What follows belongs to an exercise in optimizing a design on an open flow for small area; a production flow would make more cautious choices.
RTL that was checked went through simulation tests only; none was proved equivalent to the original.
Function not checked in run 7: the RTL went through the layout flow alone.
Power and IR drop assume default switching activity. The flow treats the clock pin as an ideal source, which a real chip does not have.

==> design/flow/flow/downsize.tcl <==
# Size each combinational cell down to the smallest-area cell of its family
# (same sky130 base name, other drive strength). Timing repair later in the
# flow sizes cells back up where a path or a slew needs it.
proc my_downsize {} {
  set swapped 0
  set saved 0.0
  foreach inst [get_cells *] {
    set m [get_property $inst ref_name]
    if {![regexp {^(sky130_fd_sc_hd__[a-z0-9]+)_[0-9]+$} $m -> base]} { continue }
    # Registers keep their cells; so do clock, delay, tie and physical cells.
    if {[regexp {__(e?s?df|s?edf|dl|dfb|dfr|dfs|sdf)} $base]} { continue }
    if {[regexp {(fill|tap|decap|conb|diode|dly|clk)} $base]} { continue }
    set lc [get_lib_cells */$m]
    set best $m
    set best_area [get_property $lc area]
    foreach c [get_lib_cells */${base}_*] {
      set n [get_property $c name]
      if {![regexp "^${base}_\[0-9\]+\$" $n]} { continue }
      if {[get_property $c dont_use]} { continue }
      set a [get_property $c area]
      if {$a < $best_area} { set best $n; set best_area $a }
    }
    if {$best ne $m} {
      set saved [expr {$saved + [get_property $lc area] - $best_area}]
      replace_cell $inst $best
      incr swapped
    }
  }
  puts "my_downsize: resized $swapped cells down, [format %.1f $saved] um2 less"
}
my_downsize
==> design/flow/standard.sh <==
#!/bin/bash
# synth_recipe.tcl (not shown) runs the flow's synth.tcl, then flattens the netlist and writes it again
# the make line also repeats each setting of config.mk as NAME=value (left out here)
make -C /OpenROAD-flow-scripts/flow DESIGN_CONFIG=/design/flow/config.mk WORK_HOME=/design/flow/orfs CLKGATE_MAP_FILE= SYNTH_SCRIPT=/design/flow/synth_recipe.tcl "${@:-finish}"
==> design/flow/flow/run.sh <==
#!/bin/bash
# Layout flow: the standard ORFS flow (standard.sh, standard synthesis
# unchanged) with three changes to how the layout is made:
#  - before floorplan, each combinational cell is sized down to the smallest
#    cell of its family (flow/downsize.tcl); the flow's own repair sizes cells
#    back up where timing, slew or capacitance need it,
#  - port buffers are sky130_fd_sc_hd__buf_1 (buffer_ports otherwise picks a
#    delay cell),
#  - clock tree synthesis inserts no dummy loads and clusters up to 30 sinks
#    within 80 um per leaf buffer.
# The full output of the flow goes to flow_run.log in the work folder; ORFS
# keeps each step's own log under orfs/logs/.
set -euo pipefail
here="$(cd "$(dirname "${BASH_SOURCE[0]}")" && pwd)"
export PRE_FLOORPLAN_TCL="$here/downsize.tcl"
export BUFFER_PORTS_ARGS="-buffer_cell sky130_fd_sc_hd__buf_1"
export CTS_ARGS="-sink_clustering_enable -repair_clock_nets -dont_use_dummy_load -sink_clustering_size 30 -sink_clustering_max_diameter 80"
bash standard.sh finish > flow_run.log 2>&1
==> design/flow/design.v <==
package sram_pkg;
   localparam int unsigned LANE_W = 16;
   localparam int unsigned LANES  = 8;
   localparam int unsigned DEPTH  = 16;
   localparam int unsigned W      = LANES * LANE_W;
   localparam int unsigned ADDR_W = 4;
   localparam int unsigned CNT_W  = 5;
endpackage
module sram_aoi222 (
   input  logic a0, b0, a1, b1, a2, b2,
   output logic y
);
   assign y = ~((a0 & b0) | (a1 & b1) | (a2 & b2));
endmodule
module sram_aoi221 (
   input  logic a1, a2, b1, b2, c,
   output logic y
);
   assign y = ~((a1 & a2) | (b1 & b2) | c);
endmodule
module sram_nand3 (
   input  logic a, b, c,
   output logic y
);
   assign y = ~(a & b & c);
endmodule
module sram_rd_pipe (
   input  logic          clk,
   input  logic          rst,
   input  logic [15:0]   sel_i,       
   input  logic          done_i,      
   input  logic [2047:0] mem_i,       
   output logic          rvalid_o,
   output logic          done_o,
   output logic [127:0]  rdata_o
);
   logic [15:0]  sel;
   logic         hold;
   logic [127:0] rd_next;
   assign sel  = {16{~rst}} & sel_i;
   assign hold = ~rst & ~(|sel_i);
   for (genvar b = 0; b < 128; b++) begin : g_bit
      logic [5:0] t;
      logic       p;
      for (genvar g = 0; g < 5; g++) begin : g_aoi
         sram_aoi222 u_aoi (
            .a0 (sel[3*g]),     .b0 (mem_i[128*(3*g)     + b]),
            .a1 (sel[3*g + 1]), .b1 (mem_i[128*(3*g + 1) + b]),
            .a2 (sel[3*g + 2]), .b2 (mem_i[128*(3*g + 2) + b]),
            .y  (t[g])
         );
      end
      sram_nand3  u_p (.a(t[0]), .b(t[1]), .c(t[2]), .y(p));
      sram_aoi221 u_h (
         .a1 (sel[15]), .a2 (mem_i[128*15 + b]),
         .b1 (hold),    .b2 (rdata_o[b]),
         .c  (p),
         .y  (t[5])
      );
      sram_nand3  u_o (.a(t[3]), .b(t[4]), .c(t[5]), .y(rd_next[b]));
   end
   always_ff @(posedge clk) begin
      rdata_o  <= rd_next;
      rvalid_o <= ~rst & (|sel_i);
      done_o   <= ~rst & done_i;
   end
endmodule
module sram_and2 (
   input  logic a, b,
   output logic y
);
   assign y = a & b;
endmodule
module sram_weight_stream (
   input  logic          clk,
   input  logic          rst,
   input  logic          csb,
   input  logic          wsb,
   input  logic [7:0]    wmask,
   input  logic [127:0]  wdata,
   input  logic [3:0]    waddr,
   input  logic [3:0]    raddr,
   input  logic          burst_start,
   input  logic [3:0]    burst_base,
   input  logic [4:0]    burst_len,
   output logic [127:0]  rdata,
   output logic          rvalid,
   output logic          burst_busy,
   output logic          burst_done
);
   logic [2047:0] mem_q;
   logic          wr_en;
   logic [15:0]   wword;
   assign wr_en = ~csb & ~wsb;
   for (genvar w = 0; w < 16; w++) begin : g_word
      assign wword[w] = wr_en & (waddr == 4'(w));
      for (genvar l = 0; l < 8; l++) begin : g_lane
         logic we;
         sram_and2 u_we (.a(wword[w]), .b(wmask[l]), .y(we));
         always_ff @(posedge clk) begin
            if (we) begin
               mem_q[128*w + 16*l +: 16] <= wdata[16*l +: 16];
            end
         end
      end
   end
   logic       busy_q, burst_q;
   logic [3:0] addr_q;
   logic [4:0] cnt_q;
   logic       last_c, empty_done_c, rd_en;
   assign last_c       = burst_q & (cnt_q == 5'd1);
   assign empty_done_c = ~busy_q & burst_start & (burst_len == 5'd0);
   assign rd_en        = burst_q | (~csb & ~busy_q);
   always_ff @(posedge clk) begin
      if (rst) begin
         busy_q  <= 1'b0;
         burst_q <= 1'b0;
      end else if (!busy_q) begin
         busy_q  <= burst_start & (burst_len != 5'd0);
         burst_q <= burst_start & (burst_len != 5'd0);
      end else if (burst_q) begin
         burst_q <= ~last_c;
      end else if (burst_done) begin
         busy_q  <= 1'b0;
      end
   end
   always_ff @(posedge clk) begin
      if (!busy_q) begin
         addr_q <= burst_base;
         cnt_q  <= burst_len;
      end else begin
         addr_q <= addr_q + 4'd1;
         cnt_q  <= cnt_q - 5'd1;
      end
   end
   logic        rlast_q;
   logic [3:0]  rd_addr;
   logic [15:0] rsel_q;
   assign rd_addr = burst_q ? addr_q : raddr;
   always_ff @(posedge clk) begin
      rlast_q <= ~rst & last_c;
      for (int w = 0; w < 16; w++) begin
         rsel_q[w] <= ~rst & rd_en & (rd_addr == 4'(w));
      end
   end
   sram_rd_pipe u_rd_pipe (
      .clk      (clk),
      .rst      (rst),
      .sel_i    (rsel_q),
      .done_i   (rlast_q | empty_done_c),
      .mem_i    (mem_q),
      .rvalid_o (rvalid),
      .done_o   (burst_done),
      .rdata_o  (rdata)
   );
   assign burst_busy = busy_q;
endmodule
module weight_sram_top (
   input  logic          clk,
   input  logic          rst,
   input  logic          csb,
   input  logic          wsb,
   input  logic [7:0]    wmask,
   input  logic [127:0]  wdata,
   input  logic [3:0]    waddr,
   input  logic [3:0]    raddr,
   input  logic          burst_start,
   input  logic [3:0]    burst_base,
   input  logic [4:0]    burst_len,
   output logic [127:0]  rdata,
   output logic          rvalid,
   output logic          burst_busy,
   output logic          burst_done
);
   sram_weight_stream u_sram (
      .clk         (clk),
      .rst         (rst),
      .csb         (csb),
      .wsb         (wsb),
      .wmask       (wmask),
      .wdata       (wdata),
      .waddr       (waddr),
      .raddr       (raddr),
      .burst_start (burst_start),
      .burst_base  (burst_base),
      .burst_len   (burst_len),
      .rdata       (rdata),
      .rvalid      (rvalid),
      .burst_busy  (burst_busy),
      .burst_done  (burst_done)
   );
endmodule
==> design/flow/constraint.sdc <==
create_clock -name core_clock -period 5.0 [get_ports {clk}]
set_input_delay 1.0000 -clock core_clock [delete_from_list [all_inputs] [get_ports {clk}]]
set_output_delay 1.0000 -clock core_clock [all_outputs]
set_load 0.01 [all_outputs]
==> design/flow/config.mk <==
export PLATFORM = sky130hd
export DESIGN_NAME = weight_sram_top
export DESIGN_NICKNAME = weight_sram_top
export VERILOG_FILES = /design/flow/design.v
export SDC_FILE = /design/flow/constraint.sdc
export NUM_CORES = 4
export LEC_CHECK = 0
export CAP_MARGIN = 5
export CORE_MARGIN = 2
export CORE_UTILIZATION = 65
export PLACE_DENSITY = 0.75
export SLEW_MARGIN = 5
export SYNTH_HIERARCHICAL = 1
==> results.txt, run 1 <==
Number of cells on the worst reg-to-reg path = 6
Wire length of the first global-routing pass = 267,000 um
Input/output buffers = 288
Normalized max-slew margin = 7.46%
Routed wire length = 188,000 um
Worst hold path stage count = 2
Average wire length per cell after detail routing = 34.2 um
Kind of start point of the critical path = input port
Timing-limited maximum frequency = 306 MHz
RSZ-0062 raised after global routing = false
Pin count of the biggest net entering global routing = 129
Total number of placement rows = 124
# Post-CTS Setup Buffers = 0
Clock buffer count from CTS = 86
Clock tree from TritonCTS = yes
Share of post-route cells with drive strength above 1 = 5.86%
Most frequent cells in the layout = 2,048 x edfxtp_1, 640 x a222oi_1, 287 x buf_1, 258 x nand3_1, 158 x dfxtp_1
DIE WIDTH = 344 um
Max cap viols = 0
Clock insertion delay at the later pin of the skew report = 710 ps
Worst-path maximum fanout = 16
Number of buffers on the longest clock path = 3
Clock sink count = 2,206
Post-detailed-route count of antenna-violating nets = 0
Post-cts hold buffer count = 0
Leading cell type in the layout, fill and taps excluded = edfxtp_1
Post-layout min period = 3270 ps
Max rail drop VDD = 0.000339 V
Number of iterations in the first detailed-routing pass = 9
Hold slack = 438 ps
Die outline area = 0.118 mm^2
Total power = 0.0298 W
Critical path type = in2reg
HPWL after detailed placement = 102,000 um
Transition time of the tightest slew-check pin = 1390 ps
Nets = 4,137
Number of failing setup endpoints in the final timing report = 0
Placeable core region = 0.114 mm^2
Starting DRC count in detailed routing = 9,097
Via count = 41,500
Post-place setup slack = 1150 ps
Setup slack on the worst flop-to-flop path = 2480 ps
Worst endpoint data arrival time = 3590 ps
Class of the tightest hold or removal check = reg2reg
Final TNS setup = 0 ps
Areal power density over the cells = 365 mW/mm^2
Reg-to-reg startpoint = u_sram.rsel_q[4]
Worst reg2reg endpoint = u_sram.u_rd_pipe.rdata_o[11]
Chip height = 344 um
Status = timing/DRC/antenna clean
Fin Clk Skew = 47.3 ps
Clock transition time at the flip-flop clock pins of the worst setup and hold paths = 100 ps
Global route overflow = 0
Total count of hold-check failures in the final report = 0
IO Pins = 289
Hold Crit Endpoint = u_sram.u_rd_pipe.rdata_o[20]
Yosys warning total = 8
Depth of the CTS H-tree = 3
Placer's final routability congestion estimate = 0.797
Number of antenna violations at the first check in global routing = 34
Synthesized netlist net count = 3,651
Endpoint type of the worst setup path = register
Effective utilization at floorplan = 65.6%
Core occupancy in the finished layout = 71.4%
Library cell used as clock root buffer = clkbuf_16
Cts repair resizes = 0
Post-detailed-route via-to-cell ratio = 7.54
DRC violations left = 0
Final Max Tran Viols = 0
Worst Path Required = 5320 ps
Cells after synthesis = 3,490
Worst Slack Setup Final = 1730 ps
Hold path startpoint = u_sram.mem_q[1684]
Vias in the first global route = 40,200
Overall track demand over capacity in global routing = 31.4%
Leak Pwr = 25.0 nW
Final clock period utilization by the worst path = 65.4%
final cells by class:
class	count	area, um^2
timing repair buffer	403	2360
fill	6776	32700
sequential	2206	64700
clock buffer	86	2150
multi-input combinational	1272	10500
inverter	7	26.3
antenna	19	47.5
tap	1512	1890
routing by layer:
metal	wire, um	global-route usage, %
met2	90300	50.4
met3	25400	7.17
met1	65800	43.3
met4	6230	11.0
met5	294	0
worst max-delay path, stage by stage:
cell      delay (ps)
buf_1            110
nor2_1           200
nand3b_1         320
nor2_1           700
buf_4            370
and2_1           880
registers in the layout, summed over array words and instances, names as in the netlist:
name / cells
u_sram.cnt_q: 5
u_sram.mem_q: 2048
u_sram.u_rd_pipe.rvalid_o: 1
u_sram.u_rd_pipe.done_o: 1
u_sram.u_rd_pipe.rdata_o: 128
u_sram.busy_q: 1
u_sram.burst_q: 1
u_sram.addr_q: 4
u_sram.rlast_q: 1
u_sram.rsel_q: 16
how the worst max path moves through the flow:
stage	start	end	slack [ps]	cells past startpoint
finish	csb	u_sram.mem_q[642]	1730	6
global route	csb	u_sram.mem_q[646]	1760	6
CTS	csb	u_sram.mem_q[645]	1900	6
detailed placement	csb	u_sram.mem_q[647]	1150	6
global placement	csb	u_sram.mem_q[651]	1140	6
floorplan	rst	u_sram.u_rd_pipe.rdata_o[0]	410	6
per-stage QoR:
step / instance area, um^2 / std cells
CTS: 81600 / 5486
finish: 81600 / 5505
floorplan: 75100 / 3490
global placement: 79400 / 5400
detailed placement: 79400 / 5400
global route: 81600 / 5491
power breakdown:
group | internal [W] | switching, W
Combinational | 0.000311 | 0.000771
Sequential | 0.0204 | 0.000197
Clock | 0.00311 | 0.00497
==> run 2, diff against run 1 <==
--- a/design/flow/config.mk
+++ b/design/flow/config.mk
@@ -9,4 +9,5 @@
 export CORE_MARGIN = 2
-export CORE_UTILIZATION = 65
-export PLACE_DENSITY = 0.75
+export CORE_UTILIZATION = 60
+export GPL_TIMING_DRIVEN = 0
+export PLACE_DENSITY = 0.7
 export SLEW_MARGIN = 5
==> run 2 against run 1 <==
  * Critical path type unchanged
  * Clock power hardly changed
  * Highest routed layer unchanged
  * Via count is 1.6% lower
  * Wire length is 0.43% lower
==> results.txt, run 2 <==
Hold Crit Endpoint = u_sram.u_rd_pipe.rdata_o[60]
Class of the tightest hold or removal check = reg2reg
Max rail drop VDD = 0.000241 V (-29%)
Worst path max stage delay = 940 ps (+60 ps)
Via count = 40,800 (-1.6%)
Status = timing/DRC/antenna clean
Kind of start point of the critical path = input port
Pin count of the biggest net entering global routing = 31 (-76%)
Register with the most flip-flops = u_sram.mem_q
Top flop regs = u_sram.mem_q (2048), u_sram.u_rd_pipe.rdata_o (128), u_sram.rsel_q (16)
Effective utilization at floorplan = 60.5% (-5.1 points)
Placer's final routability congestion estimate = 0.715 (-10%)
Input/output buffers = 288 (unchanged)
Die outline area = 0.128 mm^2 (+8.2%)
Filler cell count = 7,981 (+18%)
Areal power density over the cells = 361 mW/mm^2 (-1.1%)
Reg-to-reg startpoint = u_sram.rsel_q[4]
DRC violations left = 0 (unchanged)
Global route overflow = 0 (unchanged)
Worst path slowest cell = buf_1
Endpoint type of the worst setup path = register
Overall track demand over capacity in global routing = 28.8% (-2.6 points)
Register share of total power = 69.0% (-0.2 points)
Clock buffer count from CTS = 86 (unchanged)
Clock transition time at the flip-flop clock pins of the worst setup and hold paths = 100 ps (about the same)
Layout Cell Area excl Fill = 0.0826 mm^2 (+1.2%)
Leak Pwr = 25.2 nW (+0.59%)
Post-layout min period = 4140 ps (+867 ps)
Transition time of the tightest slew-check pin = 1310 ps (-75.0 ps)
Sw Pwr = 0.00595 W (+0.19%)
Timing-limited maximum frequency = 242 MHz (-21%)
Final Max Tran Viols = 0 (unchanged)
Post-detailed-route count of antenna-violating nets = 0 (unchanged)
Library cell used as clock root buffer = clkbuf_16
Most prevalent standard cell on the critical path = buf_12
Total buffers and inverters traversed by the critical path = 5 (+3)
Number of iterations in the first detailed-routing pass = 9 (unchanged)
Clock power frac = 27.2% (about the same)
RSZ-0062 raised after global routing = false
Worst-path cell chain = buf_1 -> buf_1 -> nor2b_4 -> buf_12 -> buf_12 -> buf_12 -> a222oi_1 -> nand3_1 -> a221oi_1 -> nand3_1
Number of cells on the worst reg-to-reg path = 8 (+2)
Average wire length per cell after detail routing = 33.3 um (-2.6%)
Clock tree from TritonCTS = yes
Most frequent cells in the layout = 2,048 x edfxtp_1, 640 x a222oi_1, 292 x buf_1, 258 x nand3_1, 158 x dfxtp_1
Vias in the first global route = 39,100 (-2.8%)
Combinational Power Share = 3.8% (+0.2 points)
DIE WIDTH = 358 um (+4.0%)
Total power = 0.0298 W (+0.13%)
Storage cell area = 0.0647 mm^2 (unchanged)
Total placed instance area = 0.0804 mm^2 (+1.2%)
Critical path type = in2reg
Cell Int Power = 0.0238 W (+0.11%)
Chip height = 358 um (+4.0%)
Share of post-route cells with drive strength above 1 = 5.62% (-0.24 points)
HPWL after detailed placement = 111,000 um (+9.2%)
Max cap viols = 0 (unchanged)
Cells after synthesis = 3,490 (unchanged)
Placeable core region = 0.124 mm^2 (+8.4%)
Worst hold path stage count = 2 (unchanged)
Number of antenna violations at the first check in global routing = 37 (+8.8%)
Normalized max-slew margin = 12.7% (+5.2 points)
Fin Clk Skew = 40.9 ps (-6.38 ps)
Routed wire length = 187,000 um (-0.43%)
Wire length of the first global-routing pass = 265,000 um (-0.51%)
Number of buffers on the longest clock path = 3 (unchanged)
Largest register FFs = 2,048 (unchanged)
Combined area of the multi-input logic cells = 0.0105 mm^2 (+0.12%)
Hold path startpoint = u_sram.mem_q[1724]
Worst Path Required = 5590 ps (+270 ps)
Number of failing setup endpoints in the final timing report = 0 (unchanged)
Cts repair resizes = 0 (unchanged)
Clock insertion delay at the later pin of the skew report = 710 ps (about the same)
# Post-CTS Setup Buffers = 0 (unchanged)
Yosys warning total = 8 (unchanged)
Synthesized netlist net count = 3,651 (unchanged)
Top Family by Delay on Critical Path = buffers and inverters
Setup slack on the worst flop-to-flop path = 2580 ps (+100 ps)
Worst endpoint data arrival time = 4730 ps (+1140 ps)
IO Pins = 289 (unchanged)
Starting DRC count in detailed routing = 8,319 (-8.6%)
Final clock period utilization by the worst path = 82.8% (+17 points)
Switching part of the total = 20.0% (about the same)
Clock sink count = 2,206 (unchanged)
Leading cell type in the layout, fill and taps excluded = edfxtp_1
Total count of hold-check failures in the final report = 0 (unchanged)
Worst-path maximum fanout = 26 (+10)
Worst reg2reg endpoint = u_sram.u_rd_pipe.rdata_o[7]
Depth of the CTS H-tree = 3 (unchanged)
Total number of placement rows = 129 (+4.0%)
Nets = 4,128 (-0.22%)
Post-detailed-route via-to-cell ratio = 7.26 (-3.7%)
Post-cts hold buffer count = 0 (unchanged)
[run 2: worst max-delay path by stage]
stage	from	end	slack, ps	cells after the start
after global placement	rst	u_sram.u_rd_pipe.rdata_o[14]	-4460	7
after global routing	rst	u_sram.u_rd_pipe.rdata_o[14]	720	9
final	rst	u_sram.u_rd_pipe.rdata_o[40]	860	10
after CTS	rst	u_sram.u_rd_pipe.rdata_o[14]	940	9
after floorplan	rst	u_sram.u_rd_pipe.rdata_o[0]	410	6
after detailed placement	rst	u_sram.u_rd_pipe.rdata_o[40]	190	10
[run 2: stage by stage]
step	util, %	hold WS [ps]	worst slack (ps)	instances	TNS, ps
2_1_floorplan	-	440	414	3490	0
3_3_place_gp	63.1	449	-4460	5415	-555010
3_5_place_dp	64.9	450	192	5516	0
4_1_cts	66.6	447	936	5602	0
5_1_grt	66.6	470	720	5610	0
6_report	66.6	441	861	5625	0
[run 2: layout make-up]
cell class | instances | area share, %
well taps | 1637 | 2.48
diodes | 23 | 0.0697
repair buffers | 389 | 3.81
inverters | 7 | 0.0318
multi-input cells | 1272 | 12.7
clock buffers | 86 | 2.60
plain buffers | 5 | 0.0227
flip-flops and latches | 2206 | 78.3
[run 2: power groups by stage]
| stage | Sequential, W | Clock (W) | Combinational, W |
|---|---|---|---|
| 6_report | 0.0206 | 0.00810 | 0.00114 |
| 5_1_grt | 0.0206 | 0.00882 | 0.00123 |
| 4_1_cts | 0.0206 | 0.00818 | 0.00113 |
| 3_5_place_dp | 0.0210 | 0 | 0.00113 |
| 3_3_place_gp | 0.0210 | 0 | 0.00103 |
| 2_1_floorplan | 0.0210 | 0 | 0.000377 |
[run 2: worst reg2reg max path, stage by stage, from the launching register on]
cell      delay [ps]
dfxtp_1          330
nor4_1           360
nand4_1          260
nor2_4           480
buf_16           240
buf_12           210
buf_12           230
a221oi_1         140
nand3_1          110
[run 2: layer usage]
metal  vias to the layer above  track usage [%]  wire (um)
li1                      16900                -          -
met1                     20800             40.8      68700
met2                      2829             44.6      87600
met3                       333             7.50      25300
met4                        34             9.34       5500
met5                         -                0        207
==> run 3, diff against run 2 <==
--- a/design/flow/config.mk
+++ b/design/flow/config.mk
@@ -7,8 +7,7 @@
 export LEC_CHECK = 0
-export CAP_MARGIN = 5
+export CAP_MARGIN = 20
 export CORE_MARGIN = 2
 export CORE_UTILIZATION = 60
-export GPL_TIMING_DRIVEN = 0
 export PLACE_DENSITY = 0.7
-export SLEW_MARGIN = 5
+export SLEW_MARGIN = 20
 export SYNTH_HIERARCHICAL = 1
==> run 3 against run 2 <==
  * Sequential power is essentially flat
  * Critical path type unchanged
  * Highest routed layer unchanged
  * Clock skew grew 16 ps
  * Global-route usage shrank 0.60 points
==> results.txt, run 3 <==
Status = timing/DRC/antenna clean
Nets = 4,135 (+0.17%)
Placeable core region = 0.124 mm^2 (unchanged)
Critical path type = in2reg
Overall track demand over capacity in global routing = 28.2% (-0.60 points)
DIE WIDTH = 358 um (unchanged)
Hold path startpoint = u_sram.mem_q[1336]
Yosys warning total = 8 (unchanged)
Synthesized netlist net count = 3,651 (unchanged)
HPWL after detailed placement = 101,000 um (-9.2%)
Transition time of the tightest slew-check pin = 1270 ps (-44.9 ps)
Timing-limited maximum frequency = 330 MHz (+36%)
Share of post-route cells with drive strength above 1 = 5.87% (+0.24 points)
RSZ-0062 raised after global routing = false
Number of buffers on the longest clock path = 3 (unchanged)
Input/output buffers = 288 (unchanged)
Worst-path maximum fanout = 33 (+27%)
Top flop regs = u_sram.mem_q (2048), u_sram.u_rd_pipe.rdata_o (128), u_sram.rsel_q (16)
Worst path max stage delay = 680 ps (-260 ps)
Max cap viols = 0 (unchanged)
Worst-path cell chain = clkbuf_2 -> buf_4 -> nor2b_4 -> buf_4 -> a222oi_1 -> nand3_1 -> a221oi_1 -> nand3_1
Worst Path Required = 5640 ps (+50 ps)
Largest register FFs = 2,048 (unchanged)
Depth of the CTS H-tree = 3 (unchanged)
Final TNS setup = 0 ps (unchanged)
Storage cell area = 0.0647 mm^2 (unchanged)
Chip height = 358 um (unchanged)
Wire length of the first global-routing pass = 261,000 um (-1.6%)
IO Pins = 289 (unchanged)
Number of gates on the worst path with buffers counted = 8 (-2)
Pin count of the biggest net entering global routing = 129 (+320%)
Register with the most flip-flops = u_sram.mem_q
Reg-to-reg startpoint = u_sram.rsel_q[0]
Number of iterations in the first detailed-routing pass = 9 (unchanged)
Leading cell type in the layout, fill and taps excluded = edfxtp_1
Total count of hold-check failures in the final report = 0 (unchanged)
Cell Count, Final, Fillers Out = 5,639 (+0.25%)
Number of failing setup endpoints in the final timing report = 0 (unchanged)
Cts repair resizes = 0 (unchanged)
# Post-CTS Setup Buffers = 0 (unchanged)
Clock sink count = 2,206 (unchanged)
Total number of placement rows = 129 (unchanged)
Endpoint type of the worst setup path = register
Final Max Tran Viols = 0 (unchanged)
CP startpoint = rst
Leak Pwr = 25.0 nW (-0.76%)
DRC violations left = 0 (unchanged)
CP endpoint = u_sram.u_rd_pipe.rdata_o[7]
Total buffers and inverters traversed by the critical path = 3 (-2)
Post-detailed-route count of antenna-violating nets = 0 (unchanged)
Final clock period utilization by the worst path = 60.7% (-22 points)
Filler cell count = 8,157 (+2.2%)
Post-cts hold buffer count = 0 (unchanged)
Post-layout min period = 3030 ps (-1110 ps)
Die outline area = 0.128 mm^2 (unchanged)
Starting DRC count in detailed routing = 7,472 (-10%)
Setup slack on the worst flop-to-flop path = 2520 ps (-60 ps)
Combined area of the multi-input logic cells = 0.0105 mm^2 (about the same)
Clock tree from TritonCTS = yes
Worst reg2reg endpoint = u_sram.u_rd_pipe.rdata_o[99]
Effective utilization at floorplan = 60.5% (unchanged)
Clock insertion delay at the later pin of the skew report = 740 ps (+30 ps)
Areal power density over the cells = 364 mW/mm^2 (+0.89%)
Normalized max-slew margin = 15.6% (+3.0 points)
Cells after synthesis = 3,490 (unchanged)
Vias in the first global route = 38,800 (-0.91%)
Most frequent cells in the layout = 2,048 x edfxtp_1, 640 x a222oi_1, 287 x buf_1, 258 x nand3_1, 158 x dfxtp_1
Library cell used as clock root buffer = clkbuf_16
Top Family by Delay on Critical Path = buffers and inverters
Global route overflow = 0 (unchanged)
Average wire length per cell after detail routing = 32.4 um (-2.6%)
Class of the tightest hold or removal check = reg2reg
Via count = 40,400 (-1.0%)
Worst path slowest cell = nor2b_4
Core occupancy in the finished layout = 65.9% (-0.78 points)
Clock transition time at the flip-flop clock pins of the worst setup and hold paths = 110 ps (about the same)
Fin Clk Skew = 56.7 ps (+15.8 ps)
Number of antenna violations at the first check in global routing = 40 (+8.1%)
Inst Count DP = 5,522 (+0.11%)
Number of cells on the worst reg-to-reg path = 6 (-2)
Clock buffer count from CTS = 86 (unchanged)
Kind of start point of the critical path = input port
Routed wire length = 183,000 um (-2.4%)
Worst endpoint data arrival time = 3670 ps (-1060 ps)
Placer's final routability congestion estimate = 0.774 (+8.2%)
Max rail drop VDD = 0.000349 V (+45%)
Post-detailed-route via-to-cell ratio = 7.17 (-1.3%)
[run 3: layout make-up]
| class | count | area share (%) |
|---|---|---|
| inverters | 7 | 0.0322 |
| multi-input cells | 1272 | 12.9 |
| diodes | 30 | 0.0919 |
| well taps | 1637 | 2.51 |
| flip-flops and latches | 2206 | 79.2 |
| repair buffers | 401 | 2.68 |
| clock buffers | 86 | 2.64 |
[run 3: worst register-to-register path, delay by kind of cell, from the launching register on]
kind | cells | cell delay, ps
buffers and inverters | 1 | 560
AOI/OAI and AO/OA | 2 | 310
and+or+nand+nor | 3 | 1170
DFF | 1 | 380
[run 3: power breakdown]
| group | internal (W) | leakage, nW | switching [W] | total [W] |
|---|---|---|---|---|
| clock | 0.00310 | 1.06 | 0.00496 | 0.00806 |
| sequential | 0.0204 | 19.7 | 0.000191 | 0.0206 |
| combinational | 0.000295 | 4.20 | 0.000758 | 0.00105 |
| total | 0.0238 | 25.0 | 0.00591 | 0.0297 |
[run 3: worst min-delay path by stage]
| stage | slack (ps) | cells after the start | endpoint |
|---|---|---|---|
| 6_report | 450 | 2 | u_sram.u_rd_pipe.rdata_o[56] |
| 5_1_grt | 480 | 2 | u_sram.u_rd_pipe.rdata_o[56] |
| 4_1_cts | 450 | 2 | u_sram.u_rd_pipe.rdata_o[56] |
| 3_5_place_dp | 450 | 2 | u_sram.u_rd_pipe.rdata_o[13] |
| 3_3_place_gp | 450 | 2 | u_sram.u_rd_pipe.rdata_o[110] |
| 2_1_floorplan | 440 | 2 | u_sram.u_rd_pipe.rdata_o[0] |
[run 3: metrics by stage]
stage               hold slack, ps  cell area, um^2  power (W)  worst slack (ps)
CTS                            448            81500     0.0298              2010
detailed placement             452            79400     0.0221              1280
floorplan                      440            75100     0.0214               414
finish                         451            81600     0.0297              1970
global placement               449            79400     0.0220              1360
global route                   478            81600     0.0305              1880
[run 3: routing by layer]
layer  up-vias  part of all wire (%)  global-route usage (%)
li1      16900                     -                       -
met1     20800                    38                    39.6
met2      2486                    47                    44.5
met3       271                    12                    7.09
met4        26                   2.7                    8.54
met5         -                 0.086                       0
==> run 4, diff against run 3 <==
--- a/design/flow/flow/run.sh
+++ b/design/flow/flow/run.sh
@@ -8,4 +8,4 @@
 #    delay cell),
-#  - clock tree synthesis inserts no dummy loads and clusters up to 30 sinks
-#    within 80 um per leaf buffer.
+#  - clock tree synthesis inserts no dummy loads and clusters up to 34 sinks
+#    within 70 um per leaf buffer.
 # The full output of the flow goes to flow_run.log in the work folder; ORFS
@@ -16,3 +16,3 @@
 export BUFFER_PORTS_ARGS="-buffer_cell sky130_fd_sc_hd__buf_1"
-export CTS_ARGS="-sink_clustering_enable -repair_clock_nets -dont_use_dummy_load -sink_clustering_size 30 -sink_clustering_max_diameter 80"
+export CTS_ARGS="-sink_clustering_enable -repair_clock_nets -dont_use_dummy_load -sink_clustering_size 34 -sink_clustering_max_diameter 70"
 bash standard.sh finish > flow_run.log 2>&1
==> run 4 against run 3 <==
  * Combinational power barely moved
  * Sequential share of layout area fell by 0.49 points
  * Register-to-register slack improved by 20 ps
  * Wire length barely moved
  * Count of clock-buffer cells in the layout rose by 22
  * Clock power rose by 11%
  * Cell count rose by 0.28%
  * Hold slack got worse by 54 ps
  * First-iteration DRC count fell by 3.0%
  * Clock skew rose by 25 ps
  * Global-route usage barely moved
  * Critical path type unchanged
==> results.txt, run 4 <==
Input/output buffers = 288 (unchanged)
Wire length of the first global-routing pass = 262,000 um (+0.20%)
RSZ-0062 raised after global routing = false
IO Pins = 289 (unchanged)
Clock transition time at the flip-flop clock pins of the worst setup and hold paths = 120 ps (about the same)
Cells after synthesis = 3,490 (unchanged)
Core occupancy in the finished layout = 66.3% (+0.41 points)
Worst Path Required = 5680 ps (+40 ps)
Leading cell type in the layout, fill and taps excluded = edfxtp_1
Class of the tightest hold or removal check = reg2reg
Clock buffer count from CTS = 108 (+26%)
Worst path slowest cell = nor2b_4
Placer's final routability congestion estimate = 0.774 (unchanged)
Global route overflow = 0 (unchanged)
Max cap viols = 0 (unchanged)
Worst-path maximum fanout = 33 (unchanged)
Overall track demand over capacity in global routing = 28.3% (+0.040 points)
Fin Clk Skew = 81.5 ps (+24.8 ps)
Synthesized netlist net count = 3,651 (unchanged)
Final Max Tran Viols = 0 (unchanged)
Largest register FFs = 2,048 (unchanged)
Die outline area = 0.128 mm^2 (unchanged)
Effective utilization at floorplan = 60.5% (unchanged)
Status = timing/DRC/antenna clean
Total count of hold-check failures in the final report = 0 (unchanged)
Leak Pwr = 25.2 nW (+1.0%)
Final TNS setup = 0 ps (unchanged)
Share of post-route cells with drive strength above 1 = 6.36% (+0.50 points)
Number of failing setup endpoints in the final timing report = 0 (unchanged)
Top Family by Delay on Critical Path = buffers and inverters
Timing-limited maximum frequency = 331 MHz (+0.44%)
# Post-CTS Setup Buffers = 0 (unchanged)
Vias in the first global route = 39,100 (+0.76%)
Post-detailed-route via-to-cell ratio = 7.16 (about the same)
Worst-path cell chain = clkbuf_2 -> buf_4 -> nor2b_4 -> buf_4 -> a222oi_1 -> nand3_1 -> a221oi_1 -> nand3_1
Top flop regs = u_sram.mem_q (2048), u_sram.u_rd_pipe.rdata_o (128), u_sram.rsel_q (16)
Clock sink count = 2,206 (unchanged)
Yosys warning total = 8 (unchanged)
Worst path max stage delay = 690 ps (about the same)
Average wire length per cell after detail routing = 32.3 um (-0.25%)
Post-cts hold buffer count = 0 (unchanged)
Worst Slack Setup Final = 1980 ps (+13.1 ps)
Nets = 4,156 (+0.51%)
Cell Count, Final, Fillers Out = 5,655 (+0.28%)
Number of iterations in the first detailed-routing pass = 9 (unchanged)
Pin count of the biggest net entering global routing = 129 (unchanged)
Via count = 40,500 (+0.20%)
Chip height = 358 um (unchanged)
Transition time of the tightest slew-check pin = 1200 ps (-63.9 ps)
Normalized max-slew margin = 19.9% (+4.3 points)
DIE WIDTH = 358 um (unchanged)
Starting DRC count in detailed routing = 7,246 (-3.0%)
Areal power density over the cells = 372 mW/mm^2 (+2.3%)
Clock insertion delay at the later pin of the skew report = 750 ps (about the same)
Library cell used as clock root buffer = clkbuf_16
Number of buffers on the longest clock path = 3 (unchanged)
Critical path type = in2reg
HPWL after detailed placement = 101,000 um (unchanged)
Total number of placement rows = 129 (unchanged)
DRC violations left = 0 (unchanged)
Post-layout min period = 3020 ps (-13.1 ps)
Inst Count DP = 5,522 (unchanged)
Most frequent cells in the layout = 2,048 x edfxtp_1, 640 x a222oi_1, 287 x buf_1, 258 x nand3_1, 158 x dfxtp_1
Number of antenna violations at the first check in global routing = 38 (-5.0%)
Worst endpoint data arrival time = 3700 ps (+30 ps)
Clock tree from TritonCTS = yes
Placeable core region = 0.124 mm^2 (unchanged)
Cts repair resizes = 0 (unchanged)
Register with the most flip-flops = u_sram.mem_q
Kind of start point of the critical path = input port
Routed wire length = 183,000 um (about the same)
Total power = 0.0306 W (+2.9%)
Endpoint type of the worst setup path = register
Max rail drop VDD = 0.000268 V (-23%)
Post-place setup slack = 1280 ps (unchanged)
Final clock period utilization by the worst path = 60.4% (-0.26 points)
Total buffers and inverters traversed by the critical path = 3 (unchanged)
Post-detailed-route count of antenna-violating nets = 0 (unchanged)
Depth of the CTS H-tree = 3 (unchanged)
==> run 4: area by class of cell <==
type                            instances  area (um^2)
Multi-Input combinational cell       1272        10500
Fill cell                            8089        41800
Clock buffer                          108         2700
Tap cell                             1637         2050
Inverter                                7         26.3
Timing Repair Buffer                  400         2160
Sequential cell                      2206        64700
Antenna cell                           25         62.6
==> run 4: routing by layer <==
layer  vias to the layer above  global-route usage (%)  wire length [um]
met3                       310                    7.09             23200
met4                        32                    8.79              5190
met2                      2581                    44.7             85800
met1                     20700                    39.5             68500
met5                         -                       0               197
li1                      16900                       -                 -
==> run 4: final timing paths <==
check | start | end | slack, ps | cells after the start
worst max-delay path | rst | u_sram.u_rd_pipe.rdata_o[7] | 1980 | 8
worst min register to register | u_sram.mem_q[1336] | u_sram.u_rd_pipe.rdata_o[56] | 400 | 2
worst max register to register | u_sram.rsel_q[0] | u_sram.u_rd_pipe.rdata_o[110] | 2540 | 6
worst min-delay path | u_sram.mem_q[1336] | u_sram.u_rd_pipe.rdata_o[56] | 400 | 2
==> run 4: power breakdown <==
part	total [W]	internal (W)	switching, W
clock	0.00893	0.00383	0.00510
sequential	0.0206	0.0204	0.000191
combinational	0.00105	0.000294	0.000756
total	0.0306	0.0245	0.00605
==> run 4: worst reg2reg max path, cell delays in order, from the launching register on <==
cell and delay (ps):
dfxtp_1 370, nor2b_4 830, buf_4 550, a222oi_1 240
nand3_1 180, a221oi_1 70, nand3_1 130
==> run 4: stage by stage <==
stage                     hold slack, ps  cell area (um^2)
after floorplan                      440             75100
after global routing                 403             82100
after global placement               449             79400
final                                398             82200
after detailed placement             452             79400
after CTS                            393             82100
==> run 5, diff against run 4 <==
==> design/flow/flow/run.sh (replaced) <==
#!/bin/bash
# Layout flow: the standard ORFS flow (standard.sh, standard synthesis
# unchanged) with three changes to how the layout is made:
#  - before floorplan, each combinational cell is sized down to the smallest
#    cell of its family (flow/downsize.tcl); the flow's own repair sizes cells
#    back up where timing, slew or capacitance need it; cells that drive 12 or
#    more pins get the _2 size,
#  - port buffers are sky130_fd_sc_hd__buf_1 (buffer_ports otherwise picks a
#    delay cell),
#  - clock tree synthesis inserts no dummy loads and clusters up to 30 sinks
#    within 80 um per leaf buffer.
# The full output of the flow goes to flow_run.log in the work folder; ORFS
# keeps each step's own log under orfs/logs/.
set -euo pipefail
here="$(cd "$(dirname "${BASH_SOURCE[0]}")" && pwd)"
export PRE_FLOORPLAN_TCL="$here/downsize.tcl"
export BUFFER_PORTS_ARGS="-buffer_cell sky130_fd_sc_hd__buf_1"
export CTS_ARGS="-sink_clustering_enable -repair_clock_nets -dont_use_dummy_load -sink_clustering_size 30 -sink_clustering_max_diameter 80"
bash standard.sh finish > flow_run.log 2>&1
--- a/design/flow/flow/downsize.tcl
+++ b/design/flow/flow/downsize.tcl
@@ -30,2 +30,29 @@
 }
+
+# A cell that drives 12 or more pins gets its family's _2 size: the enable of
+# a word lane drives 16 flip-flop enable pins spread over the lane, which the
+# _1 size can only drive through an added buffer.
+proc my_upsize_fanout {} {
+  set n 0
+  foreach inst [get_cells *] {
+    set m [get_property $inst ref_name]
+    if {![regexp {^(sky130_fd_sc_hd__[a-z0-9]+)_1$} $m -> base]} { continue }
+    if {[regexp {__(e?s?df|s?edf|dl|dfb|dfr|dfs|sdf)} $base]} { continue }
+    if {[regexp {(fill|tap|decap|conb|diode|dly|clk|buf)} $base]} { continue }
+    if {[llength [get_lib_cells */${base}_2]] == 0} { continue }
+    foreach pin [get_pins -of_objects $inst -filter "direction == output"] {
+      set net [get_nets -of_objects $pin]
+      if {$net eq ""} { continue }
+      set loads [llength [get_pins -of_objects $net -filter "direction == input"]]
+      if {$loads >= 12} {
+        replace_cell $inst ${base}_2
+        incr n
+        break
+      }
+    }
+  }
+  puts "my_upsize_fanout: resized $n cells up"
+}
+
 my_downsize
+my_upsize_fanout
==> run 5 against run 4 <==
  * Still clean on timing, DRC and antenna
  * Synthesized cell count stayed put
  * Wire length is 2.0% higher
  * Clock power is 8.6% lower
  * Fmax is 0.72% lower
  * Final area is 0.94% lower
  * Critical path type unchanged
==> results.txt, run 5 <==
Status = timing/DRC/antenna clean
Kind of start point of the critical path = input port
Top flop regs = u_sram.mem_q (2048), u_sram.u_rd_pipe.rdata_o (128), u_sram.rsel_q (16)
Post-place setup slack = 1320 ps (+45.4 ps)
Worst endpoint data arrival time = 3680 ps (-20 ps)
List of most frequent post-synthesis cells = 2,048 x edfxtp_1, 640 x a222oi_1, 258 x nand3_1
Worst reg2reg endpoint = u_sram.u_rd_pipe.rdata_o[86]
Leading cell type in the layout, fill and taps excluded = edfxtp_1
Cts repair resizes = 0 (unchanged)
Average wire length per cell after detail routing = 33.4 um (+3.4%)
Fin Clk Skew = 48.0 ps (-33.5 ps)
Setup slack on the worst flop-to-flop path = 2380 ps (-160 ps)
Endpoint type of the worst setup path = register
Hold Crit Endpoint = u_sram.u_rd_pipe.rdata_o[57]
Most frequent cells in the layout = 2,048 x edfxtp_1, 640 x a222oi_1, 287 x buf_1, 258 x nand3_1, 158 x dfxtp_1
Synth area leader = edfxtp_1
Overall track demand over capacity in global routing = 28.7% (+0.43 points)
DRC violations left = 0 (unchanged)
Leak Pwr = 24.8 nW (-1.7%)
Routed wire length = 187,000 um (+2.0%)
Library cell used as clock root buffer = clkbuf_16
Max rail drop VDD = 0.000303 V (+13%)
Number of buffers on the longest clock path = 3 (unchanged)
Largest register FFs = 2,048 (unchanged)
Areal power density over the cells = 367 mW/mm^2 (-1.4%)
Worst hold path stage count = 2 (unchanged)
Share of flip-flops with an asynchronous set or reset after synthesis = 0%
Number of cells on the worst reg-to-reg path = 6 (unchanged)
Hold path startpoint = u_sram.mem_q[1721]
Post-synthesis sequential area ratio = 85.2%
Transition time of the tightest slew-check pin = 955 ps (-246 ps)
Top post-synthesis cells by area = edfxtp_1 81%, a222oi_1 8.4%, dfxtp_1 4.2%, a221oi_2 2.5%, nand3_1 1.7%
Critical path type = in2reg
Cells after synthesis = 3,490 (unchanged)
Sw Pwr = 0.00601 W (-0.56%)
Post-detailed-route count of antenna-violating nets = 0 (unchanged)
Worst-path maximum fanout = 56 (+70%)
Final Max Tran Viols = 0 (unchanged)
Clock insertion delay at the later pin of the skew report = 700 ps (-50 ps)
Input/output buffers = 288 (unchanged)
Pin count of the biggest net entering global routing = 129 (unchanged)
Vias in the first global route = 38,400 (-1.7%)
Clock tree from TritonCTS = yes
DIE WIDTH = 358 um (+0.13%)
Post-layout min period = 3040 ps (+22.0 ps)
Dominant synthesized flop cell = edfxtp_1
HPWL after detailed placement = 108,000 um (+7.2%)
Most frequent cell after synthesis = edfxtp_1
Cell Int Power = 0.0238 W (-2.8%)
Die outline area = 0.128 mm^2 (+0.27%)
Final TNS setup = 0 ps (unchanged)
Timing-limited maximum frequency = 329 MHz (-0.72%)
Nets = 4,088 (-1.6%)
Yosys Chip Area = 0.0759 mm^2
Clock buffer count from CTS = 87 (-19%)
Normalized max-slew margin = 36.2% (+16 points)
Max cap viols = 0 (unchanged)
Class of the tightest hold or removal check = reg2reg
Final clock period utilization by the worst path = 60.9% (+0.44 points)
# Post-CTS Setup Buffers = 0 (unchanged)
Synthesized netlist net count = 3,651 (unchanged)
Placer's final routability congestion estimate = 0.805 (+4.1%)
IO Pins = 289 (unchanged)
Combinational Power Share = 3.6% (+0.2 points)
Seq cells post-synth = 2,206
Share of Yosys cell area claimed by the top area cell type = 81.1%
Effective utilization at floorplan = 60.6% (+0.085 points)
Number of iterations in the first detailed-routing pass = 7 (-2)
Post-cts hold buffer count = 0 (unchanged)
Global route overflow = 0 (unchanged)
Reg-to-reg startpoint = u_sram.rsel_q[4]
Clock sink count = 2,206 (unchanged)
Register share of total power = 69.0% (+1.6 points)
Total count of hold-check failures in the final report = 0 (unchanged)
Chip height = 358 um (+0.13%)
Wire length of the first global-routing pass = 266,000 um (+1.6%)
Yosys warning total = 8 (unchanged)
Total number of placement rows = 129 (unchanged)
Switching part of the total = 20.1% (+0.37 points)
Number of failing setup endpoints in the final timing report = 0 (unchanged)
Number of antenna violations at the first check in global routing = 37 (-2.6%)
Register with the most flip-flops = u_sram.mem_q
RSZ-0062 raised after global routing = false
Placeable core region = 0.124 mm^2 (+0.13%)
Distinct cell type count after synthesis = 40
Worst Slack Setup Final = 1960 ps (-22.0 ps)
Worst Path Required = 5640 ps (-40 ps)
Via count = 40,400 (-0.16%)
Share of post-route cells with drive strength above 1 = 7.95% (+1.6 points)
Clock transition time at the flip-flop clock pins of the worst setup and hold paths = 100 ps (-20 ps)
Clock power frac = 27.3% (-1.9 points)
Starting DRC count in detailed routing = 7,933 (+9.5%)
Depth of the CTS H-tree = 3 (unchanged)
Post-detailed-route via-to-cell ratio = 7.24 (+1.1%)
EDFF count, synth = 2,048
[run 5: cell count changes in the layout (fill, tap and decap cells not counted), sizes merged]
| cell | previous run | this run |
|---|---|---|
| buf | 399 | 352 |
| clkbuf | 109 | 88 |
| diode | 25 | 20 |
[run 5: worst max-delay path, cell delays in order]
cell,delay [ps]
clkbuf_2,260
buf_4,320
nor2b_4,740
buf_4,740
a222oi_1,290
nand3_1,150
[run 5: power by group through the flow]
stage	Clock, W	Sequential, W	Combinational (W)
3_3_place_gp	0	0.0210	0.00106
4_1_cts	0.00827	0.0206	0.00109
3_5_place_dp	0	0.0210	0.00109
5_1_grt	0.00886	0.0206	0.00118
6_report	0.00816	0.0206	0.00109
2_1_floorplan	0	0.0210	0.000379
[run 5: cell type report]
cell class                 instances  area, um^2
clock buffer                      87        2180
multi-input combinational       1272       10700
timing repair buffer             353        1770
inverter                           7        26.3
tap                             1637        2050
antenna                           20        50.0
sequential                      2206       64700
fill                            8159       42700
[run 5: cell families after synthesis]
kind of cell | after synthesis | synth area share (%)
and+or+nand+nor | 475 | 3.41
xor gates and xnor gates | 5 | 0.0577
buffers and inverters | 12 | 0.0742
muxes | 6 | 0.0841
adders and majority gates | 3 | 0.0495
DFF | 2206 | 85.2
AOI/OAI and AO/OA | 783 | 11.1
[run 5: how the worst max path moves through the flow]
stage | startpoint | slack, ps | end
floorplan | rst | 410 | u_sram.u_rd_pipe.rdata_o[0]
global route | rst | 1920 | u_sram.u_rd_pipe.rdata_o[3]
global placement | csb | 1330 | u_sram.mem_q[1540]
detailed placement | csb | 1320 | u_sram.mem_q[1600]
finish | rst | 1960 | u_sram.u_rd_pipe.rdata_o[3]
CTS | csb | 2050 | u_sram.mem_q[1546]
[run 5: layer usage]
layer  up-vias  global-route usage (%)  share of wire, %
met2      2435                    44.9                48
met3       270                    6.39                11
met4        28                    9.65               2.9
met1     20900                    40.8                38
met5         -                       0              0.10
li1      16800                       -                 -
[run 5: Yosys stat by module, one instance, submodules excluded, a selection]
module              flip-flops and latches  area [um^2]  copies in the design
sram_rd_pipe                           130         2780                     1
sram_aoi221                              0         15.0                   128
sram_and2                                0         6.26                   128
sram_aoi222                              0         10.0                   640
sram_nand3                               0         5.00                   256
sram_weight_stream                    2076        62700                     1
[run 5: metrics by stage]
| step | hold WS (ps) | cells | power [W] | utilization, % | area (um^2) |
|---|---|---|---|---|---|
| floorplan | 440 | 3490 | 0.0214 | - | 75200 |
| global placement | 446 | 5475 | 0.0221 | 63.8 | 79200 |
| detailed placement | 452 | 5475 | 0.0221 | 63.8 | 79200 |
| CTS | 422 | 5562 | 0.0300 | 65.5 | 81300 |
| global route | 459 | 5572 | 0.0307 | 65.5 | 81400 |
| finish | 421 | 5582 | 0.0299 | 65.6 | 81400 |
==> run 6, diff against run 5 <==
--- a/design/flow/flow/run.sh
+++ b/design/flow/flow/run.sh
@@ -5,3 +5,3 @@
 #    cell of its family (flow/downsize.tcl); the flow's own repair sizes cells
-#    back up where timing, slew or capacitance need it; cells that drive 12 or
+#    back up where timing, slew or capacitance need it; cells that drive 8 or
 #    more pins get the _2 size,
--- a/design/flow/flow/downsize.tcl
+++ b/design/flow/flow/downsize.tcl
@@ -31,3 +31,3 @@
 
-# A cell that drives 12 or more pins gets its family's _2 size: the enable of
+# A cell that drives 8 or more pins gets its family's _2 size: the enable of
 # a word lane drives 16 flip-flop enable pins spread over the lane, which the
@@ -46,3 +46,3 @@
       set loads [llength [get_pins -of_objects $net -filter "direction == input"]]
-      if {$loads >= 12} {
+      if {$loads >= 8} {
         replace_cell $inst ${base}_2
==> run 6 against run 5 <==
  * Cell count shrank 0.27%
  * Fmax down 2.6%
  * Clock skew is 22 ps higher
  * Flip-flop and latch count unchanged
  * Utilization down 0.11 points
  * Sequential share of layout area is 0.13 points higher
  * Power shrank 0.22%
  * Hold slack better by 46 ps
  * Register-to-register slack better by 130 ps
  * Via count down 0.29%
  * Setup slack worse by 82 ps
  * Critical endpoint is now u_sram.mem_q[635]
==> results.txt, run 6 <==
Status = timing/DRC/antenna clean
Routed metal-1 wirelength = 68,800 um (-2.5%)
Largest register FFs = 2,048 (unchanged)
Filler cell count = 8,151 (-0.098%)
Most frequent cells in the layout = 2,048 x edfxtp_1, 640 x a222oi_1, 287 x buf_1, 258 x nand3_1, 158 x dfxtp_1
Clock power frac = 27.4% (about the same)
Met2 layer wire length in the routed design = 86,500 um (-2.8%)
Chip height = 358 um (about the same)
Synthesized netlist net count = 3,651 (unchanged)
Global route overflow = 0 (unchanged)
Length of routed met3 wiring = 21,800 um (+1.6%)
Switching part of the total = 19.9% (-0.25 points)
Number of buffers on the longest clock path = 3 (unchanged)
Class of the tightest hold or removal check = reg2reg
Post-detailed-route via-to-cell ratio = 7.24 (about the same)
Worst endpoint data arrival time = 3460 ps (-220 ps)
Vias in the first global route = 38,600 (+0.51%)
Die outline area = 0.128 mm^2 (about the same)
Cts repair resizes = 0 (unchanged)
Areal power density over the cells = 367 mW/mm^2 (about the same)
Clock insertion delay at the later pin of the skew report = 690 ps (about the same)
Highest Signal Layer = met5
Cells after synthesis = 3,490 (unchanged)
Wire length of the first global-routing pass = 259,000 um (-2.6%)
Number of failing setup endpoints in the final timing report = 0 (unchanged)
List of most frequent post-synthesis cells = 2,048 x edfxtp_1, 640 x a222oi_1, 258 x nand3_1
Depth of the CTS H-tree = 3 (unchanged)
Library cell used as clock root buffer = clkbuf_16
Endpoint type of the worst setup path = register
Final Max Tran Viols = 0 (unchanged)
DRC violations left = 0 (unchanged)
Pin count of the biggest net entering global routing = 129 (unchanged)
Seq cells post-synth = 2,206 (unchanged)
Nets = 4,062 (-0.64%)
Share of flip-flops with an asynchronous set or reset after synthesis = 0% (unchanged)
Combinational Power Share = 3.5% (about the same)
Most frequent cell after synthesis = edfxtp_1
Synth area leader = edfxtp_1
Overall track demand over capacity in global routing = 27.8% (-0.93 points)
Post-cts hold buffer count = 0 (unchanged)
Top post-synthesis cells by area = edfxtp_1 81%, a222oi_1 8.4%, dfxtp_1 4.2%, a221oi_2 2.5%, nand3_1 1.7%
Placer's final routability congestion estimate = 0.774 (-3.9%)
Register share of total power = 69.1% (about the same)
Clock transition time at the flip-flop clock pins of the worst setup and hold paths = 110 ps (about the same)
Number of antenna violations at the first check in global routing = 32 (-14%)
Inst Count DP = 5,448 (-0.49%)
Max cap viols = 0 (unchanged)
IO Pins = 289 (unchanged)
Top flop regs = u_sram.mem_q (2048), u_sram.u_rd_pipe.rdata_o (128), u_sram.rsel_q (16)
Share of Yosys cell area claimed by the top area cell type = 81.1% (unchanged)
Max rail drop VDD = 0.000295 V (-2.8%)
Clock tree from TritonCTS = yes
Distinct cell type count after synthesis = 40 (unchanged)
RSZ-0062 raised after global routing = false
Post-detailed-route count of antenna-violating nets = 0 (unchanged)
Worst Path Required = 5330 ps (-310 ps)
Sw Pwr = 0.00593 W (-1.4%)
Starting DRC count in detailed routing = 7,791 (-1.8%)
Leading cell type in the layout, fill and taps excluded = edfxtp_1
Dominant synthesized flop cell = edfxtp_1
Worst-path maximum fanout = 16 (-71%)
Combined area of the multi-input logic cells = 0.0107 mm^2 (+0.12%)
Timing-limited maximum frequency = 320 MHz (-2.6%)
Cell Int Power = 0.0239 W (about the same)
Input/output buffers = 288 (unchanged)
Hold slack = 467 ps (+45.9 ps)
Leak Pwr = 24.7 nW (-0.55%)
HPWL after detailed placement = 97,500 um (-10%)
Post-layout min period = 3130 ps (+82.4 ps)
Clock buffer count from CTS = 88 (+1.1%)
Post-synthesis sequential area ratio = 85.2% (unchanged)
Total number of placement rows = 129 (unchanged)
Share of post-route cells with drive strength above 1 = 7.46% (-0.49 points)
DIE WIDTH = 358 um (about the same)
Clock sink count = 2,206 (unchanged)
Kind of start point of the critical path = input port
Via count = 40,300 (-0.29%)
EDFF count, synth = 2,048 (unchanged)
Transition time of the tightest slew-check pin = 1140 ps (+183 ps)
Yosys warning total = 8 (unchanged)
Final TNS setup = 0 ps (unchanged)
Total count of hold-check failures in the final report = 0 (unchanged)
Cell Count, Final, Fillers Out = 5,567 (-0.27%)
Final clock period utilization by the worst path = 62.5% (+1.6 points)
Fin Clk Skew = 70.3 ps (+22.3 ps)
Normalized max-slew margin = 24.0% (-12 points)
Average wire length per cell after detail routing = 32.7 um (-2.3%)
Routed wire length = 182,000 um (-2.6%)
Register with the most flip-flops = u_sram.mem_q
Effective utilization at floorplan = 60.7% (about the same)
Yosys Chip Area = 0.0759 mm^2 (unchanged)
Storage cell area = 0.0647 mm^2 (unchanged)
Placeable core region = 0.124 mm^2 (unchanged)
Critical path type = in2reg
# Post-CTS Setup Buffers = 0 (unchanged)
Number of iterations in the first detailed-routing pass = 9 (+2)
[run 6: logic make-up after synthesis]
group | after synthesis | share of synthesized area, %
xor gates and xnor gates | 5 | 0.0577
buffers and inverters | 12 | 0.0742
DFF | 2206 | 85.2
muxes | 6 | 0.0841
adders and majority gates | 3 | 0.0495
and+or+nand+nor | 475 | 3.41
AOI/OAI and AO/OA | 783 | 11.1
[run 6: power by group through the flow]
stage               Combinational [W]  Clock, W  Sequential [W]
global route                  0.00115   0.00887          0.0206
global placement              0.00102         0          0.0210
floorplan                    0.000380         0          0.0210
CTS                           0.00106   0.00826          0.0206
detailed placement            0.00105         0          0.0210
finish                        0.00105   0.00816          0.0206
[run 6: metrics by stage]
| stage | cell area [um^2] | utilization [%] | worst slack [ps] | total power (W) |
|---|---|---|---|---|
| global route | 81200 | 65.4 | 1930 | 0.0306 |
| global placement | 79000 | 63.6 | 1290 | 0.0220 |
| CTS | 81200 | 65.4 | 1960 | 0.0299 |
| floorplan | 75300 | - | 414 | 0.0214 |
| finish | 81200 | 65.5 | 1870 | 0.0298 |
| detailed placement | 79000 | 63.6 | 1220 | 0.0220 |
[run 6: path summary, 6_finish.rpt]
check | cells after the start | end | start | slack [ps]
min reg2reg | 2 | u_sram.u_rd_pipe.rdata_o[90] | u_sram.mem_q[1754] | 470
max reg2reg | 6 | u_sram.u_rd_pipe.rdata_o[16] | u_sram.rsel_q[0] | 2510
min | 2 | u_sram.u_rd_pipe.rdata_o[90] | u_sram.mem_q[1754] | 470
max | 5 | u_sram.mem_q[635] | csb | 1870
[run 6: area by class of cell]
class	instances	share of cell area, %
Antenna cell	31	0.0955
Tap cell	1637	2.52
Timing Repair Buffer	326	1.93
Inverter	7	0.0323
Sequential cell	2206	79.6
Multi-Input combinational cell	1272	13.1
Clock buffer	88	2.71
[run 6: worst max-delay path, cell delays in order]
cell and delay [ps]:
buf_1 70, buf_4 160, or4_1 670, nor2_2 900, and2_2 620
[run 6: per-module statistics from Yosys (local to each module, per instance), excerpt]
module / copies in the design / flip-flops and latches / cells
sram_rd_pipe: 1 / 130 / 155
sram_aoi221: 128 / 0 / 1
sram_weight_stream: 1 / 2076 / 2183
sram_aoi222: 640 / 0 / 1
sram_and2: 128 / 0 / 1
sram_nand3: 256 / 0 / 1
[run 6: routing by layer]
metal	GRT usage (%)	up-vias
li1	-	16700
met1	39.4	20800
met2	44.1	2471
met3	6.43	253
met4	7.50	26
met5	0	-
==> run 7, diff against run 6 <==
--- a/design/flow/design.v
+++ b/design/flow/design.v
@@ -29,3 +29,4 @@
    input  logic          rst,
-   input  logic [15:0]   sel_i,       
+   input  logic          valid_i,     
+   input  logic [3:0]    addr_i,      
    input  logic          done_i,      
@@ -39,4 +40,8 @@
    logic [127:0] rd_next;
-   assign sel  = {16{~rst}} & sel_i;
-   assign hold = ~rst & ~(|sel_i);
+   always_comb begin
+      for (int w = 0; w < 16; w++) begin
+         sel[w] = ~rst & valid_i & (addr_i == 4'(w));
+      end
+   end
+   assign hold = ~rst & ~valid_i;
    for (genvar b = 0; b < 128; b++) begin : g_bit
@@ -63,3 +68,3 @@
       rdata_o  <= rd_next;
-      rvalid_o <= ~rst & (|sel_i);
+      rvalid_o <= ~rst & valid_i;
       done_o   <= ~rst & done_i;
@@ -135,11 +140,8 @@
    end
-   logic        rlast_q;
-   logic [3:0]  rd_addr;
-   logic [15:0] rsel_q;
-   assign rd_addr = burst_q ? addr_q : raddr;
+   logic       rv_q, rlast_q;
+   logic [3:0] raddr_q;
    always_ff @(posedge clk) begin
+      rv_q    <= ~rst & rd_en;
       rlast_q <= ~rst & last_c;
-      for (int w = 0; w < 16; w++) begin
-         rsel_q[w] <= ~rst & rd_en & (rd_addr == 4'(w));
-      end
+      raddr_q <= burst_q ? addr_q : raddr;
    end
@@ -148,3 +150,4 @@
       .rst      (rst),
-      .sel_i    (rsel_q),
+      .valid_i  (rv_q),
+      .addr_i   (raddr_q),
       .done_i   (rlast_q | empty_done_c),
--- a/design/flow/config.mk
+++ b/design/flow/config.mk
@@ -9,4 +9,4 @@
 export CORE_MARGIN = 2
-export CORE_UTILIZATION = 60
-export PLACE_DENSITY = 0.7
+export CORE_UTILIZATION = 55
+export PLACE_DENSITY = 0.65
 export SLEW_MARGIN = 20
==> run 7 against run 6 <==
  * Critical endpoint is now u_sram.mem_q[1090]
  * Setup slack got worse by 77 ps
  * Critical path depth fell by 1
  * Sequential power barely moved
  * Largest power group unchanged
==> results.txt, run 7 <==
Placer's final routability congestion estimate = 0.760 (-1.8%)
DIE WIDTH = 373 um (+4.1%)
Distinct cell type count after synthesis = 32 (-20%)
Starting DRC count in detailed routing = 7,729 (-0.80%)
Cells after synthesis = 3,448 (-1.2%)
Yosys warning total = 8 (unchanged)
Reg-to-reg startpoint = u_sram.rv_q
RSZ-0062 raised after global routing = false
Total number of placement rows = 135 (+4.7%)
Setup slack on the worst flop-to-flop path = 2120 ps (-390 ps)
Clock insertion delay at the later pin of the skew report = 740 ps (+50 ps)
Status = timing/DRC/antenna clean
Clock transition time at the flip-flop clock pins of the worst setup and hold paths = 110 ps (about the same)
Post-layout min period = 3200 ps (+76.7 ps)
Worst Path Required = 5330 ps (about the same)
Die outline area = 0.139 mm^2 (+8.4%)
Nets = 4,044 (-0.44%)
Final TNS setup = 0 ps (unchanged)
Worst-path cell chain = buf_1 -> or4_1 -> nor2_2 -> and2_2
Cell Count, Final, Fillers Out = 5,688 (+2.2%)
Share of flip-flops with an asynchronous set or reset after synthesis = 0% (unchanged)
Top post-synthesis cells by area = edfxtp_1 81%, a222oi_1 8.5%, dfxtp_1 3.9%, a221oi_2 2.5%, nand3_1 1.7%
Via count = 40,300 (+0.022%)
Core occupancy in the finished layout = 60.2% (-5.3 points)
Depth of the CTS H-tree = 3 (unchanged)
Inst Count DP = 5,569 (+2.2%)
# Post-CTS Setup Buffers = 0 (unchanged)
Overall track demand over capacity in global routing = 26.9% (-0.84 points)
Cts repair resizes = 0 (unchanged)
Post-cts hold buffer count = 0 (unchanged)
Total buffers and inverters traversed by the critical path = 1 (-1)
Most frequent cells in the layout = 2,048 x edfxtp_1, 640 x a222oi_1, 288 x buf_1, 258 x nand3_1, 147 x dfxtp_1
Timing-limited maximum frequency = 312 MHz (-2.4%)
Worst Slack Setup Final = 1800 ps (-76.7 ps)
List of most frequent post-synthesis cells = 2,048 x edfxtp_1, 640 x a222oi_1, 258 x nand3_1
Kind of start point of the critical path = input port
Clock tree from TritonCTS = yes
Clock buffer count from CTS = 93 (+5.7%)
Post-place setup slack = 1230 ps (+8.42 ps)
Seq cells post-synth = 2,195 (-0.50%)
Pin count of the biggest net entering global routing = 129 (unchanged)
Effective utilization at floorplan = 55.4% (-5.3 points)
Share of post-route cells with drive strength above 1 = 8.12% (+0.65 points)
Hold slack = 428 ps (-39.2 ps)
Total count of hold-check failures in the final report = 0 (unchanged)
Final clock period utilization by the worst path = 64.0% (+1.5 points)
Leak Pwr = 24.7 nW (+0.13%)
IO Pins = 289 (unchanged)
Fin Clk Skew = 49.9 ps (-20.4 ps)
HPWL after detailed placement = 102,000 um (+5.1%)
Wire length of the first global-routing pass = 271,000 um (+4.7%)
Areal power density over the cells = 367 mW/mm^2 (+0.22%)
DRC violations left = 0 (unchanged)
Chip height = 373 um (+4.1%)
Routed wire length = 192,000 um (+5.4%)
Dominant synthesized flop cell = edfxtp_1
Worst path max stage delay = 930 ps (+30 ps)
Number of cells on the worst reg-to-reg path = 7 (+1)
Number of antenna violations at the first check in global routing = 40 (+25%)
Number of buffers on the longest clock path = 3 (unchanged)
Share of Yosys cell area claimed by the top area cell type = 81.5% (+0.44 points)
Worst endpoint data arrival time = 3540 ps (+80 ps)
Synthesized netlist net count = 3,609 (-1.2%)
Top Family by Delay on Critical Path = simple AND/OR/NAND/NOR gates
Transition time of the tightest slew-check pin = 1160 ps (+22.3 ps)
Normalized max-slew margin = 22.6% (-1.4 points)
Class of the tightest hold or removal check = reg2reg
Clock sink count = 2,195 (-0.50%)
Average wire length per cell after detail routing = 33.7 um (+3.2%)
Synth area leader = edfxtp_1
Number of failing setup endpoints in the final timing report = 0 (unchanged)
CP startpoint = wsb
Top flop regs = u_sram.mem_q (2048), u_sram.u_rd_pipe.rdata_o (128), u_sram.cnt_q (5)
Largest register FFs = 2,048 (unchanged)
Number of iterations in the first detailed-routing pass = 9 (unchanged)
Max cap viols = 0 (unchanged)
Critical path type = in2reg
Post-detailed-route via-to-cell ratio = 7.09 (-2.1%)
Worst path slowest cell = nor2_2
Most frequent cell after synthesis = edfxtp_1
EDFF count, synth = 2,048 (unchanged)
Vias in the first global route = 38,400 (-0.39%)
Worst-path maximum fanout = 16 (unchanged)
Final Max Tran Viols = 0 (unchanged)
Leading cell type in the layout, fill and taps excluded = edfxtp_1
Hold Crit Endpoint = u_sram.u_rd_pipe.rdata_o[66]
Post-detailed-route count of antenna-violating nets = 0 (unchanged)
Input/output buffers = 288 (unchanged)
Endpoint type of the worst setup path = register
Max rail drop VDD = 0.000294 V (-0.27%)
Worst hold path stage count = 2 (unchanged)
Post-synthesis sequential area ratio = 85.4% (+0.17 points)
Global route overflow = 0 (unchanged)
Number of gates on the worst path with buffers counted = 4 (-1)
Library cell used as clock root buffer = clkbuf_16
Register with the most flip-flops = u_sram.mem_q
Placeable core region = 0.135 mm^2 (+9.0%)
Worst reg2reg endpoint = u_sram.u_rd_pipe.rdata_o[46]
Hold path startpoint = u_sram.mem_q[1730]
Yosys Chip Area = 0.0755 mm^2 (-0.54%)
==> run 7: cell families after synthesis <==
| family | after synthesis | synth area share, % |
|---|---|---|
| fa+ha+maj | 3 | 0.0497 |
| simple gates | 457 | 3.28 |
| flops | 2195 | 85.4 |
| xor+xnor | 5 | 0.0580 |
| buf+inv | 6 | 0.0315 |
| compound gates | 775 | 11.1 |
| mux | 7 | 0.103 |
==> run 7: modules after synthesis (local to each module, per instance), excerpt <==
module | times used | area (um^2)
sram_nand3 | 256 | 5.00
sram_and2 | 128 | 6.26
sram_weight_stream | 1 | 62300
sram_aoi221 | 128 | 15.0
sram_rd_pipe | 1 | 2750
sram_aoi222 | 640 | 10.0
==> run 7: worst register-to-register path, stage by stage (launching register included) <==
cell	delay (ps)
dfxtp_1	450
nand4bb_1	430
nor2_4	660
buf_4	640
a222oi_1	310
nand3_1	160
a221oi_1	70
nand3_1	150
==> run 7: final cells by class <==
type | count | area (um^2)
inverters | 3 | 11.3
diodes | 26 | 65.1
repair buffers | 343 | 1810
clock buffers | 93 | 2330
flip-flops and latches | 2195 | 64400
multi-input cells | 1247 | 10500
well taps | 1781 | 2230
fillers | 9544 | 53900
==> run 7: layer usage <==
| layer | vias to the layer above | routed length, um | track usage (%) |
|---|---|---|---|
| li1 | 16600 | - | - |
| met1 | 21000 | 74400 | 38.4 |
| met5 | - | 225 | 0 |
| met4 | 36 | 4900 | 8.48 |
| met3 | 285 | 23200 | 6.73 |
| met2 | 2364 | 89000 | 41.4 |
==> run 7: per-stage QoR <==
| step | area [um^2] | power [W] |
|---|---|---|
| after floorplan | 74900 | 0.0213 |
| after global placement | 79000 | 0.0219 |
| after detailed placement | 79000 | 0.0219 |
| after CTS | 81400 | 0.0301 |
| after global routing | 81400 | 0.0308 |
| final | 81400 | 0.0299 |
==> run 7: report_power, final <==
part / internal (W) / switching, W / total [W]
clock network: 0.00334 / 0.00506 / 0.00840
logic: 0.000288 / 0.000739 / 0.00103
registers: 0.0203 / 0.000178 / 0.0205
==> run 7: worst max path at each step <==
stage | endpoint | slack [ps]
floorplan | u_sram.u_rd_pipe.rdata_o[0] | 130
global placement | u_sram.u_rd_pipe.rdata_o[20] | 1250
detailed placement | u_sram.u_rd_pipe.rdata_o[46] | 1230
CTS | u_sram.mem_q[1618] | 2000
global route | u_sram.u_rd_pipe.rdata_o[20] | 1820
finish | u_sram.mem_q[1090] | 1800

==> re-timing with driven ports <==
The flow's constraints put no driver on any port. The routed layouts listed below were extracted and timed again, unchanged, in two steps.
Step 1 assumes that a clkbuf_16 drives the clock port and a buf_2 every other input.
Step 2, shift: input delay + t, output delay - t, t = (earliest + latest rising clock arrival at the registers) / 2. This alone moves slack from input paths to output paths.
a / b / c = ideal / step 1 / step 2; a / b = the first two.
| run | t (ns) | slack for setup (ns) | clock arrival spread, ns |
|---|---|---|---|
| run 1 | 0.759 | 1.728 / 1.784 / 1.025 | 0.070 / 0.070 |
| run 2 | 0.768 | 0.861 / 0.908 / 0.141 | 0.055 / 0.055 |
| run 3 | 0.778 | 1.966 / 2.020 / 1.241 | 0.073 / 0.073 |
| run 4 | 0.788 | 1.979 / 2.034 / 1.245 | 0.088 / 0.087 |
| run 5 | 0.758 | 1.957 / 2.008 / 1.249 | 0.069 / 0.069 |
| run 6 | 0.750 | 1.875 / 1.932 / 1.181 | 0.095 / 0.095 |
| run 7 | 0.802 | 1.798 / 1.864 / 1.062 | 0.062 / 0.062 |
After both steps setup and hold are still met in every run listed. The setup slack of run 7, which loses most, moves by +0.066 ns with the drivers and by -0.736 ns with both steps.
